What follows belongs to an exercise in optimizing a design on an open flow for small area, a short achievable clock period and few clock cycles; a production flow would make more cautious choices.
Function was checked by simulation only, so behaviour that the tests miss may differ from the original.
Power is estimated from default activity; no workload was simulated.

==> flow/design.v <==
`default_nettype none
package rmt_pkg;
	localparam int DATA_WIDTH = 64;
	localparam int KEEP_WIDTH = 8;
	localparam int FIELD_WIDTH = 16;
	localparam int NUM_FIELDS = 4;
	localparam int VLAN_WIDTH = 12;
	localparam int NUM_STAGES = 4;
	localparam int TABLE_DEPTH = 16;
	localparam int INDEX_WIDTH = $clog2(TABLE_DEPTH);
	localparam int ACTION_WIDTH = 20;
	localparam int PKT_FIFO_DEPTH = 16;
	localparam int PHV_FIFO_DEPTH = 8;
	localparam int AXIL_ADDR_WIDTH = 8;
	localparam int AXIL_DATA_WIDTH = 32;
	localparam int STAGE_SEL_WIDTH = $clog2(NUM_STAGES);
	localparam int ADDR_STAGE_LSB = 6;
	localparam int ADDR_ENTRY_LSB = 2;
	localparam logic [1:0] RESP_OKAY = 2'b00;
	typedef enum logic [1:0] {
		op_none = 2'd0,
		op_set  = 2'd1,
		op_add  = 2'd2
	} action_op_t;
	typedef struct packed {
		logic [DATA_WIDTH-1:0] data;
		logic [KEEP_WIDTH-1:0] keep;
		logic                  last;
	} stream_beat_t;
	typedef logic [NUM_FIELDS-1:0][FIELD_WIDTH-1:0] phv_t;
	typedef struct packed {
		action_op_t                    op;
		logic [$clog2(NUM_FIELDS)-1:0] field_sel;
		logic [FIELD_WIDTH-1:0]        imm;
	} action_t;
	typedef struct packed {
		logic [NUM_STAGES-1:0]  en;
		logic [INDEX_WIDTH-1:0] index;
		action_t                action;
	} table_write_t;
endpackage
`default_nettype wire
`default_nettype none
module vlan_filter (
	input  wire                   clk,
	input  wire                   aresetn,
	input  wire [31:0]            vlan_drop_flags,
	input  wire rmt_pkg::stream_beat_t s_beat,
	input  wire                   s_valid,
	output logic                  s_ready,
	output rmt_pkg::stream_beat_t m_beat,
	output logic                  m_valid,
	input  wire                   m_ready
);
	logic                  in_pkt;
	logic                  drop_pkt;
	logic [rmt_pkg::VLAN_WIDTH-1:0] vlan_id;
	logic                  drop_now;
	logic                  accept;
	assign vlan_id = s_beat.data[rmt_pkg::VLAN_WIDTH-1:0];
	assign drop_now = in_pkt ? drop_pkt : vlan_drop_flags[vlan_id[4:0]];
	assign s_ready = drop_now || !m_valid || m_ready;
	assign accept = s_valid && s_ready;
	always_ff @(posedge clk) begin
		if (!aresetn) begin
			in_pkt <= 1'b0;
			drop_pkt <= 1'b0;
		end else if (accept) begin
			in_pkt <= !s_beat.last;
			drop_pkt <= drop_now;
		end
	end
	always_ff @(posedge clk) begin
		if (!aresetn) begin
			m_valid <= 1'b0;
		end else if (accept && !drop_now) begin
			m_valid <= 1'b1;
		end else if (m_ready) begin
			m_valid <= 1'b0;
		end
	end
	always_ff @(posedge clk) begin
		if (accept && !drop_now)
			m_beat <= s_beat;
	end
endmodule
`default_nettype wire
`default_nettype none
module header_parser (
	input  wire                   clk,
	input  wire                   aresetn,
	input  wire rmt_pkg::stream_beat_t s_beat,
	input  wire                   s_valid,
	output logic                  s_ready,
	output rmt_pkg::stream_beat_t pkt_beat,
	output logic                  pkt_valid,
	input  wire                   pkt_ready,
	output rmt_pkg::phv_t         phv,
	output logic                  phv_valid,
	input  wire                   phv_ready
);
	logic in_pkt;
	logic fire;
	assign pkt_beat = s_beat;
	assign phv = s_beat.data;
	assign s_ready = pkt_ready && (in_pkt || phv_ready);
	assign pkt_valid = s_valid && (in_pkt || phv_ready);
	assign phv_valid = s_valid && !in_pkt && pkt_ready;
	assign fire = s_valid && s_ready;
	always_ff @(posedge clk) begin
		if (!aresetn) begin
			in_pkt <= 1'b0;
		end else if (fire) begin
			in_pkt <= !s_beat.last;
		end
	end
endmodule
`default_nettype wire
`default_nettype none
module sync_fifo #(
	parameter int WIDTH = 8,
	parameter int DEPTH = 16
) (
	input  wire             clk,
	input  wire             aresetn,
	input  wire [WIDTH-1:0] din,
	input  wire             din_valid,
	output logic            din_ready,
	output logic [WIDTH-1:0] dout,
	output logic            dout_valid,
	input  wire             dout_ready
);
	logic [WIDTH-1:0]           mem [DEPTH];
	logic [$clog2(DEPTH)-1:0]   wr_ptr;
	logic [$clog2(DEPTH)-1:0]   rd_ptr;
	logic [$clog2(DEPTH+1)-1:0] count;
	logic                       push;
	logic                       pop;
	assign din_ready = (int'(count) != DEPTH);
	assign dout_valid = (count != '0);
	assign push = din_valid && din_ready;
	assign pop = dout_valid && dout_ready;
	assign dout = mem[rd_ptr];
	always_ff @(posedge clk) begin
		if (push)
			mem[wr_ptr] <= din;
	end
	always_ff @(posedge clk) begin
		if (!aresetn) begin
			wr_ptr <= '0;
			rd_ptr <= '0;
			count <= '0;
		end else begin
			if (push)
				wr_ptr <= (int'(wr_ptr) == DEPTH - 1) ? '0 : wr_ptr + 1'b1;
			if (pop)
				rd_ptr <= (int'(rd_ptr) == DEPTH - 1) ? '0 : rd_ptr + 1'b1;
			case ({push, pop})
				2'b10: count <= count + 1'b1;
				2'b01: count <= count - 1'b1;
				default: ;
			endcase
		end
	end
endmodule
`default_nettype wire
`default_nettype none
module match_action_stage #(
	parameter int STAGE_ID = 0
) (
	input  wire                  clk,
	input  wire                  aresetn,
	input  wire [rmt_pkg::NUM_FIELDS*rmt_pkg::FIELD_WIDTH-1:0] phv_in,
	input  wire                  in_valid,
	output logic                 in_ready,
	output logic [rmt_pkg::NUM_FIELDS*rmt_pkg::FIELD_WIDTH-1:0] phv_out,
	output logic                 out_valid,
	input  wire                  out_ready,
	input  wire rmt_pkg::table_write_t tbl_wr,
	input  wire [rmt_pkg::INDEX_WIDTH-1:0] rd_index,
	output rmt_pkg::action_t     rd_entry
);
	logic [rmt_pkg::TABLE_DEPTH-1:0][rmt_pkg::ACTION_WIDTH-1:0] action_table;
	logic [rmt_pkg::VLAN_WIDTH-1:0] vlan_id;
	rmt_pkg::action_t               act;
	logic [rmt_pkg::NUM_FIELDS*rmt_pkg::FIELD_WIDTH-1:0] phv_next;
	logic                  load;
	always_ff @(posedge clk) begin
		if (!aresetn) begin
			action_table <= '0;
		end else if (tbl_wr.en[STAGE_ID]) begin
			action_table[tbl_wr.index] <= tbl_wr.action;
		end
	end
	assign rd_entry = action_table[rd_index];
	assign vlan_id = phv_in[rmt_pkg::VLAN_WIDTH-1:0];
	assign act = action_table[vlan_id[rmt_pkg::INDEX_WIDTH-1:0]];
	always_comb begin
		phv_next = phv_in;
		for (int f = 0; f < rmt_pkg::NUM_FIELDS; f++) begin
			if (int'(act.field_sel) == f) begin
				if (act.op == rmt_pkg::op_set)
					phv_next[f*rmt_pkg::FIELD_WIDTH +: rmt_pkg::FIELD_WIDTH] = act.imm;
				else if (act.op == rmt_pkg::op_add)
					phv_next[f*rmt_pkg::FIELD_WIDTH +: rmt_pkg::FIELD_WIDTH] =
						phv_in[f*rmt_pkg::FIELD_WIDTH +: rmt_pkg::FIELD_WIDTH] + act.imm;
			end
		end
	end
	assign in_ready = !out_valid || out_ready;
	assign load = in_valid && in_ready;
	always_ff @(posedge clk) begin
		if (!aresetn) begin
			out_valid <= 1'b0;
		end else if (load) begin
			out_valid <= 1'b1;
		end else if (out_ready) begin
			out_valid <= 1'b0;
		end
	end
	always_ff @(posedge clk) begin
		if (load)
			phv_out <= phv_next;
	end
endmodule
`default_nettype wire
`default_nettype none
module header_deparser (
	input  wire                   clk,
	input  wire                   aresetn,
	input  wire rmt_pkg::stream_beat_t pkt_beat,
	input  wire                   pkt_valid,
	output logic                  pkt_ready,
	input  wire rmt_pkg::phv_t    phv,
	input  wire                   phv_valid,
	output logic                  phv_ready,
	output rmt_pkg::stream_beat_t m_beat,
	output logic                  m_valid,
	input  wire                   m_ready
);
	logic in_pkt;
	logic out_free;
	logic fire;
	assign out_free = !m_valid || m_ready;
	assign fire = pkt_valid && out_free && (in_pkt || phv_valid);
	assign pkt_ready = fire;
	assign phv_ready = fire && !in_pkt;
	always_ff @(posedge clk) begin
		if (!aresetn) begin
			in_pkt <= 1'b0;
		end else if (fire) begin
			in_pkt <= !pkt_beat.last;
		end
	end
	always_ff @(posedge clk) begin
		if (!aresetn) begin
			m_valid <= 1'b0;
		end else if (fire) begin
			m_valid <= 1'b1;
		end else if (m_ready) begin
			m_valid <= 1'b0;
		end
	end
	always_ff @(posedge clk) begin
		if (fire) begin
			m_beat.data <= in_pkt ? pkt_beat.data : phv;
			m_beat.keep <= pkt_beat.keep;
			m_beat.last <= pkt_beat.last;
		end
	end
endmodule
`default_nettype wire
`default_nettype none
module table_config (
	input  wire                                 clk,
	input  wire                                 aresetn,
	input  wire [rmt_pkg::AXIL_ADDR_WIDTH-1:0]  awaddr,
	input  wire                                 awvalid,
	output logic                                awready,
	input  wire [rmt_pkg::AXIL_DATA_WIDTH-1:0]  wdata,
	input  wire                                 wvalid,
	output logic                                wready,
	output logic [1:0]                          bresp,
	output logic                                bvalid,
	input  wire                                 bready,
	input  wire [rmt_pkg::AXIL_ADDR_WIDTH-1:0]  araddr,
	input  wire                                 arvalid,
	output logic                                arready,
	output logic [rmt_pkg::AXIL_DATA_WIDTH-1:0] rdata,
	output logic [1:0]                          rresp,
	output logic                                rvalid,
	input  wire                                 rready,
	output rmt_pkg::table_write_t               tbl_wr,
	output logic [rmt_pkg::INDEX_WIDTH-1:0]     rd_index,
	input  wire [rmt_pkg::NUM_STAGES-1:0][rmt_pkg::ACTION_WIDTH-1:0] rd_entries
);
	logic                       wr_go;
	logic                       rd_go;
	logic [rmt_pkg::STAGE_SEL_WIDTH-1:0] wr_stage;
	logic [rmt_pkg::STAGE_SEL_WIDTH-1:0] rd_stage;
	logic [rmt_pkg::NUM_STAGES-1:0]      wr_onehot;
	logic [rmt_pkg::ACTION_WIDTH-1:0]    rd_word;
	assign wr_go = awvalid && wvalid && !bvalid;
	assign awready = wr_go;
	assign wready = wr_go;
	assign bresp = rmt_pkg::RESP_OKAY;
	assign wr_stage = awaddr[rmt_pkg::ADDR_STAGE_LSB +: rmt_pkg::STAGE_SEL_WIDTH];
	always_comb begin
		wr_onehot = '0;
		wr_onehot[wr_stage] = 1'b1;
	end
	always_ff @(posedge clk) begin
		if (!aresetn) begin
			tbl_wr <= '0;
			bvalid <= 1'b0;
		end else begin
			tbl_wr.en <= wr_go ? wr_onehot : '0;
			if (wr_go) begin
				tbl_wr.index <= awaddr[rmt_pkg::ADDR_ENTRY_LSB +: rmt_pkg::INDEX_WIDTH];
				tbl_wr.action <= rmt_pkg::action_t'(wdata[rmt_pkg::ACTION_WIDTH-1:0]);
				bvalid <= 1'b1;
			end else if (bready) begin
				bvalid <= 1'b0;
			end
		end
	end
	assign arready = !rvalid;
	assign rd_go = arvalid && arready;
	assign rd_stage = araddr[rmt_pkg::ADDR_STAGE_LSB +: rmt_pkg::STAGE_SEL_WIDTH];
	assign rd_index = araddr[rmt_pkg::ADDR_ENTRY_LSB +: rmt_pkg::INDEX_WIDTH];
	assign rd_word = rd_entries[rd_stage];
	assign rresp = rmt_pkg::RESP_OKAY;
	always_ff @(posedge clk) begin
		if (!aresetn) begin
			rvalid <= 1'b0;
		end else if (rd_go) begin
			rvalid <= 1'b1;
		end else if (rready) begin
			rvalid <= 1'b0;
		end
	end
	always_ff @(posedge clk) begin
		if (rd_go)
			rdata <= {{(rmt_pkg::AXIL_DATA_WIDTH - rmt_pkg::ACTION_WIDTH){1'b0}}, rd_word};
	end
endmodule
`default_nettype wire
`default_nettype none
module rmt_pipeline (
	input  wire                                 clk,
	input  wire                                 aresetn,
	input  wire [31:0]                          vlan_drop_flags,
	input  wire [rmt_pkg::DATA_WIDTH-1:0]       s_axis_tdata,
	input  wire [rmt_pkg::KEEP_WIDTH-1:0]       s_axis_tkeep,
	input  wire                                 s_axis_tlast,
	input  wire                                 s_axis_tvalid,
	output logic                                s_axis_tready,
	output logic [rmt_pkg::DATA_WIDTH-1:0]      m_axis_tdata,
	output logic [rmt_pkg::KEEP_WIDTH-1:0]      m_axis_tkeep,
	output logic                                m_axis_tlast,
	output logic                                m_axis_tvalid,
	input  wire                                 m_axis_tready,
	input  wire [rmt_pkg::AXIL_ADDR_WIDTH-1:0]  awaddr,
	input  wire                                 awvalid,
	output logic                                awready,
	input  wire [rmt_pkg::AXIL_DATA_WIDTH-1:0]  wdata,
	input  wire                                 wvalid,
	output logic                                wready,
	output logic [1:0]                          bresp,
	output logic                                bvalid,
	input  wire                                 bready,
	input  wire [rmt_pkg::AXIL_ADDR_WIDTH-1:0]  araddr,
	input  wire                                 arvalid,
	output logic                                arready,
	output logic [rmt_pkg::AXIL_DATA_WIDTH-1:0] rdata,
	output logic [1:0]                          rresp,
	output logic                                rvalid,
	input  wire                                 rready
);
	rmt_pkg::stream_beat_t           in_beat;
	logic                   intake_open;
	logic                   filt_s_ready;
	rmt_pkg::stream_beat_t           filt_beat;
	logic                   filt_valid;
	logic                   filt_ready;
	rmt_pkg::stream_beat_t           pkt_beat;
	logic                   pkt_valid;
	logic                   pkt_ready;
	rmt_pkg::stream_beat_t           pkt_head;
	logic                   pkt_head_valid;
	logic                   pkt_head_ready;
	logic [rmt_pkg::NUM_STAGES:0][rmt_pkg::NUM_FIELDS*rmt_pkg::FIELD_WIDTH-1:0] stage_phv;
	logic [rmt_pkg::NUM_STAGES:0]    stage_valid;
	logic [rmt_pkg::NUM_STAGES:0]    stage_ready;
	rmt_pkg::phv_t                   phv_head;
	logic                   phv_head_valid;
	logic                   phv_head_ready;
	rmt_pkg::stream_beat_t           out_beat;
	rmt_pkg::table_write_t           tbl_wr;
	logic [rmt_pkg::INDEX_WIDTH-1:0] rd_index;
	logic [rmt_pkg::NUM_STAGES-1:0][rmt_pkg::ACTION_WIDTH-1:0] stage_entries;
	assign in_beat = {s_axis_tdata, s_axis_tkeep, s_axis_tlast};
	assign intake_open = pkt_ready && stage_ready[rmt_pkg::NUM_STAGES];
	assign s_axis_tready = filt_s_ready && intake_open;
	vlan_filter i_vlan_filter (
		.clk             (clk),
		.aresetn         (aresetn),
		.vlan_drop_flags (vlan_drop_flags),
		.s_beat          (in_beat),
		.s_valid         (s_axis_tvalid && intake_open),
		.s_ready         (filt_s_ready),
		.m_beat          (filt_beat),
		.m_valid         (filt_valid),
		.m_ready         (filt_ready)
	);
	header_parser i_header_parser (
		.clk       (clk),
		.aresetn   (aresetn),
		.s_beat    (filt_beat),
		.s_valid   (filt_valid),
		.s_ready   (filt_ready),
		.pkt_beat  (pkt_beat),
		.pkt_valid (pkt_valid),
		.pkt_ready (pkt_ready),
		.phv       (stage_phv[0]),
		.phv_valid (stage_valid[0]),
		.phv_ready (stage_ready[0])
	);
	sync_fifo #(
		.WIDTH (rmt_pkg::DATA_WIDTH + rmt_pkg::KEEP_WIDTH + 1),
		.DEPTH (rmt_pkg::PKT_FIFO_DEPTH)
	) i_pkt_fifo (
		.clk        (clk),
		.aresetn    (aresetn),
		.din        (pkt_beat),
		.din_valid  (pkt_valid),
		.din_ready  (pkt_ready),
		.dout       (pkt_head),
		.dout_valid (pkt_head_valid),
		.dout_ready (pkt_head_ready)
	);
	for (genvar g = 0; g < rmt_pkg::NUM_STAGES; g++) begin : g_stage
		match_action_stage #(
			.STAGE_ID (g)
		) i_stage (
			.clk       (clk),
			.aresetn   (aresetn),
			.phv_in    (stage_phv[g]),
			.in_valid  (stage_valid[g]),
			.in_ready  (stage_ready[g]),
			.phv_out   (stage_phv[g+1]),
			.out_valid (stage_valid[g+1]),
			.out_ready (stage_ready[g+1]),
			.tbl_wr    (tbl_wr),
			.rd_index  (rd_index),
			.rd_entry  (stage_entries[g])
		);
	end
	sync_fifo #(
		.WIDTH (rmt_pkg::NUM_FIELDS * rmt_pkg::FIELD_WIDTH),
		.DEPTH (rmt_pkg::PHV_FIFO_DEPTH)
	) i_phv_fifo (
		.clk        (clk),
		.aresetn    (aresetn),
		.din        (stage_phv[rmt_pkg::NUM_STAGES]),
		.din_valid  (stage_valid[rmt_pkg::NUM_STAGES]),
		.din_ready  (stage_ready[rmt_pkg::NUM_STAGES]),
		.dout       (phv_head),
		.dout_valid (phv_head_valid),
		.dout_ready (phv_head_ready)
	);
	header_deparser i_header_deparser (
		.clk       (clk),
		.aresetn   (aresetn),
		.pkt_beat  (pkt_head),
		.pkt_valid (pkt_head_valid),
		.pkt_ready (pkt_head_ready),
		.phv       (phv_head),
		.phv_valid (phv_head_valid),
		.phv_ready (phv_head_ready),
		.m_beat    (out_beat),
		.m_valid   (m_axis_tvalid),
		.m_ready   (m_axis_tready)
	);
	assign m_axis_tdata = out_beat.data;
	assign m_axis_tkeep = out_beat.keep;
	assign m_axis_tlast = out_beat.last;
	table_config i_table_config (
		.clk        (clk),
		.aresetn    (aresetn),
		.awaddr     (awaddr),
		.awvalid    (awvalid),
		.awready    (awready),
		.wdata      (wdata),
		.wvalid     (wvalid),
		.wready     (wready),
		.bresp      (bresp),
		.bvalid     (bvalid),
		.bready     (bready),
		.araddr     (araddr),
		.arvalid    (arvalid),
		.arready    (arready),
		.rdata      (rdata),
		.rresp      (rresp),
		.rvalid     (rvalid),
		.rready     (rready),
		.tbl_wr     (tbl_wr),
		.rd_index   (rd_index),
		.rd_entries (stage_entries)
	);
endmodule
`default_nettype wire
==> flow/run.sh <==
#!/bin/bash
# synth_recipe.tcl (not shown) runs the flow's synth.tcl, then flattens the netlist and writes it again
# the make line also repeats each setting of config.mk as NAME=value (left out here)
make -C /OpenROAD-flow-scripts/flow DESIGN_CONFIG=/design/flow/config.mk WORK_HOME=/design/flow/orfs CLKGATE_MAP_FILE= SYNTH_SCRIPT=/design/flow/synth_recipe.tcl finish
==> flow/config.mk <==
export PLATFORM = sky130hd
export DESIGN_NAME = rmt_pipeline
export DESIGN_NICKNAME = rmt_pipeline
export VERILOG_FILES = /design/flow/design.v
export SDC_FILE = /design/flow/constraint.sdc
export NUM_CORES = 4
export LEC_CHECK = 0
export CAP_MARGIN = 20
export CORE_MARGIN = 2
export CORE_UTILIZATION = 40
export SLEW_MARGIN = 20
==> flow/constraint.sdc <==
create_clock -name core_clock -period 7.0 [get_ports {clk}]
set_input_delay 1.4000 -clock core_clock [delete_from_list [all_inputs] [get_ports {clk}]]
set_output_delay 1.4000 -clock core_clock [all_outputs]
set_load 0.01 [all_outputs]
==> results_dict.tcl <==
set metrics [dict create \
    synth_fa_ha_area_share_pct 2.29 \
    switchingPower_mw 10.5 \
    ys_seq_elements 3452 \
    finalCritPeriodShare_pct 85.0 \
    dr_total_vias 116000 \
    gp_congestion 1.04 \
    area_growth_pct 13.5 \
    status "no timing/DRC/antenna violations" \
    layout_commonest_cell "edfxtp_1" \
    power.share.clock_pct 44.1 \
    slew_headroom_pct 5.40 \
    worstSetupEndpointType "flip-flop" \
    clk_path_buf_depth 4 \
    synth_compound_area_share_pct 11.7 \
    setup_tns_ns 0 \
    grt.overflow.total 0 \
    clock.fmax_mhz 168 \
    cp_max_fo 21 \
    die_h_um 636 \
    via_per_inst 6.57 \
    start_kind "flip-flop" \
    synth_edf_count 2102 \
    maxCapViolCount 0 \
    hold_class "reg -> reg" \
    p_sw_share_pct 23.7 \
    worstPathArrival_ns 6.74 \
    insertion_delay_ns 1.01 \
    grt_antenna_before_repair 68 \
    portBuffers 245 \
    rows 231 \
    num_io_pins 278 \
    synth_ff_type "edfxtp_1" \
    slowest_stage "nor2_1" \
    min_period_ns 5.95 \
    synth_cells 11900 \
    hold_slack_ns 0.472 \
    p_leak_nw 58.3 \
    final_cell_mix "2102 x edfxtp_1, 1338 x dfxtp_1, 1330 x nand2_1" \
    die_w_um 636 \
    cts-htree-levels 5 \
    synthArstFlopShare_pct 0 \
    final_max_slew_viol_count 0 \
    cts_tree "done" \
    ys_seq_area_share_pct 56.5 \
    tightest_slew_ns 1.41 \
    slowest_delay_ns 1.07 \
    cts_sinks 3452 \
    cts_hold_buffers 0 \
    hold_violations 0 \
    synth_top_family_by_area "multiplexers" \
    crit_required_ns 7.79 \
    power.internal_mw 33.6 \
    dieArea_um2 404000 \
    pwr-share-seq_pct 49.7 \
    drive_gt1_share_pct 19.0 \
    yosys_warnings 10 \
    numCtsBuffers 358 \
    grt_pass1_wl_um 875000 \
    synth_cell_type_count 96 \
    drc 0 \
    dr.first_iter.drc_count 16200 \
    post_cts_buffers 0 \
    cpMostUsedCell "ha_1" \
    finalSetupViolCount 0 \
    synth_xor_area_share_pct 1.11 \
    clock_skew_ns 0.0786 \
    coreArea_um2 397000 \
    routed_wl_um 636000 \
    clk_pin_slew_ns 0.06 \
    start_util_pct 40.3 \
    final_antenna_net_count 0 \
    cts_root_buf "clkbuf_16" \
    grt_usage_pct 30.7 \
    avgSynthCellArea_um2 13.4 \
    p_comb_share_pct 6.2 \
    grt_pass1_vias 112000 \
    synth_area_um2 160000 \
    cp_cell_sequence "ha_1 -> ha_1 -> fa_1 -> nor3b_1 -> ha_1 -> a21oi_4 -> buf_4 -> o211ai_1 -> or2_2 -> nor2_1 -> a21oi_1 -> nand2_1 -> o21ai_0" \
    dpl.hpwl_um 430000 \
    yosys.area_share.simple_pct 7.00 \
    final_nets 12600 \
    grt_max_degree 138 \
    muxShareOfSynthArea_pct 19.1 \
    cts_resized 0 \
    wl_per_cell_um 35.9 \
    power_density_nw_per_um2 244 \
    ir_worst_vdd_mv 0.207 \
    rsz0062_at_grt "false" \
    crit_type "reg -> reg" \
    first_pass_iters 9 \
]
[cell type report]
| class | instances | area (µm²) |
|---|---|---|
| timing repair buffer | 580 | 5440 |
| antenna | 56 | 140 |
| multi-input combinational | 7604 | 66500 |
| tap | 5242 | 6560 |
| inverter | 112 | 428 |
| fill | 34900 | 215000 |
| sequential | 3452 | 90200 |
| clock inverter | 188 | 2070 |
| clock buffer | 462 | 9780 |
[kinds of logic after synthesis]
family / after synthesis
adder cells (fa/ha/maj): 281
AND/OR/NAND/NOR: 2675
AO/OA/AOI/OAI: 3012
XOR/XNOR: 202
multiplexers: 1418
buffers and inverters: 900
flip-flops: 3452
other: 1
[path summary, 6_finish.rpt]
kind                                                     from                                          endpoint  slack [ns]  cells past startpoint
max reg2reg            i_table_config.tbl_wr[21]$_SDFFE_PN0P_  g_stage[1].i_stage.action_table[63]$_SDFFE_PN0P_        1.05                     13
max                    i_table_config.tbl_wr[21]$_SDFFE_PN0P_  g_stage[1].i_stage.action_table[63]$_SDFFE_PN0P_        1.05                     13
min          g_stage[3].i_stage.action_table[57]$_SDFFE_PN0P_  g_stage[3].i_stage.action_table[57]$_SDFFE_PN0P_        0.47                      2
min reg2reg  g_stage[3].i_stage.action_table[57]$_SDFFE_PN0P_  g_stage[3].i_stage.action_table[57]$_SDFFE_PN0P_        0.47                      2
[cells in the mapped netlist, types with 19 or more instances]
cell	count	area share [%]
mux4_2	1285	18
ha_1	262	2.1
and3_1	45	0.18
edfxtp_1	2102	40
a22o_1	160	0.88
o221ai_1	38	0.21
nand2b_1	54	0.21
a31oi_1	49	0.19
dfxtp_1	1350	17
or3_1	38	0.15
nor2b_1	68	0.27
xnor2_1	122	0.67
a21o_1	61	0.29
a221oi_1	76	0.42
a21oi_1	640	2.0
o21ai_0	1053	3.3
o21a_1	41	0.19
buf_4	29	0.14
and2_1	49	0.19
inv_1	108	0.25
or2_2	20	0.078
mux2i_1	112	0.70
buf_1	120	0.28
fa_1	19	0.24
nand2_1	1343	3.2
nand3_1	90	0.28
a22oi_1	313	1.5
nor2_1	814	1.9
buf_2	89	0.28
clkbuf_1	540	1.3
nor3_1	93	0.29
a32oi_1	30	0.16
a32o_1	24	0.15
a211oi_1	40	0.19
o22ai_1	273	1.1
xor2_1	80	0.44
[registers in the layout, indices dropped and copies added (netlist names), 3 cells and up, named ones only]
register / cells
i_phv_fifo.rd_ptr: 3
g_stage.i_stage.out_valid: 4
i_pkt_fifo.mem: 1168
i_phv_fifo.mem: 512
i_table_config.tbl_wr: 28
i_pkt_fifo.count: 5
i_header_deparser.m_beat: 73
i_pkt_fifo.wr_ptr: 4
g_stage.i_stage.phv_out: 256
i_phv_fifo.wr_ptr: 3
i_vlan_filter.m_beat: 73
g_stage.i_stage.action_table: 1280
i_pkt_fifo.rd_ptr: 4
i_phv_fifo.count: 4
i_table_config.rdata: 20
[worst max-delay path: cells and delay by family, from the launching register on]
family                     cells  cell delay [ns]
AOI/OAI and AO/OA              4             1.46
adders and majority gates      4             1.55
and+or+nand+nor                4             1.84
buffers and inverters          1             0.40
DFF                            1             0.49
[through the flow]
stage | power (mW) | setup slack (ns) | cells | utilization (%) | area, µm²
floorplan | 23.7 | 0.659 | 12000 | - | 160000
global placement | 24.9 | 1.38 | 17000 | 42.6 | 169000
detailed placement | 25.0 | 1.40 | 17000 | 42.6 | 169000
CTS | 44.2 | 1.34 | 17600 | 45.6 | 181000
global route | 45.1 | 1.01 | 17700 | 45.6 | 181000
finish | 44.1 | 1.05 | 17700 | 45.7 | 181000
[power by group through the flow]
| stage | Sequential, mW | Clock, mW | Combinational, mW |
|---|---|---|---|
| after floorplan | 22.3 | 0 | 1.44 |
| after global placement | 22.3 | 0 | 2.60 |
| after detailed placement | 22.4 | 0 | 2.63 |
| after CTS | 21.9 | 19.6 | 2.63 |
| after global routing | 21.9 | 20.4 | 2.79 |
| final | 21.9 | 19.5 | 2.72 |
[layer usage]
| layer | vias to the layer above | track usage [%] | share of wire [%] |
|---|---|---|---|
| li1 | 47300 | - | - |
| met5 | - | 0.0236 | 0.025 |
| met3 | 2029 | 9.40 | 12 |
| met4 | 24 | 22.4 | 8.9 |
| met1 | 59000 | 37.1 | 36 |
| met2 | 7957 | 46.4 | 44 |
Testbench counts, summed over its fixed seeds: cycles 22,985.

## separate check: timing with driven ports
The flow's constraints put no driver on any port. The routed layout listed below was extracted and timed again, unchanged, in two steps. Step 1 assumes that a clkbuf_16 drives the clock port and a buf_2 every other input. Step 2 moves the port delays by t, midway between the first and last clock arrival at a register: inputs arrive t later, outputs are due t later. That takes back most of the time a late clock gives input paths. Slacks: ideal ports / drivers / drivers and shift; pairs: ideal ports / drivers.
shift t [ns]: 1.088
setup slack, ns: 1.052 / 1.052 / 1.052
hold slack, ns: 0.472 / 0.472 / 0.472
latest minus earliest clock arrival (ns): 0.082 / 0.082
worst register clock-pin slew, ns: 0.07 / 0.07
After both steps setup and hold are still met in this run. The setup slack of this run moves by 0.000 ns with the drivers and by 0.000 ns with both steps.
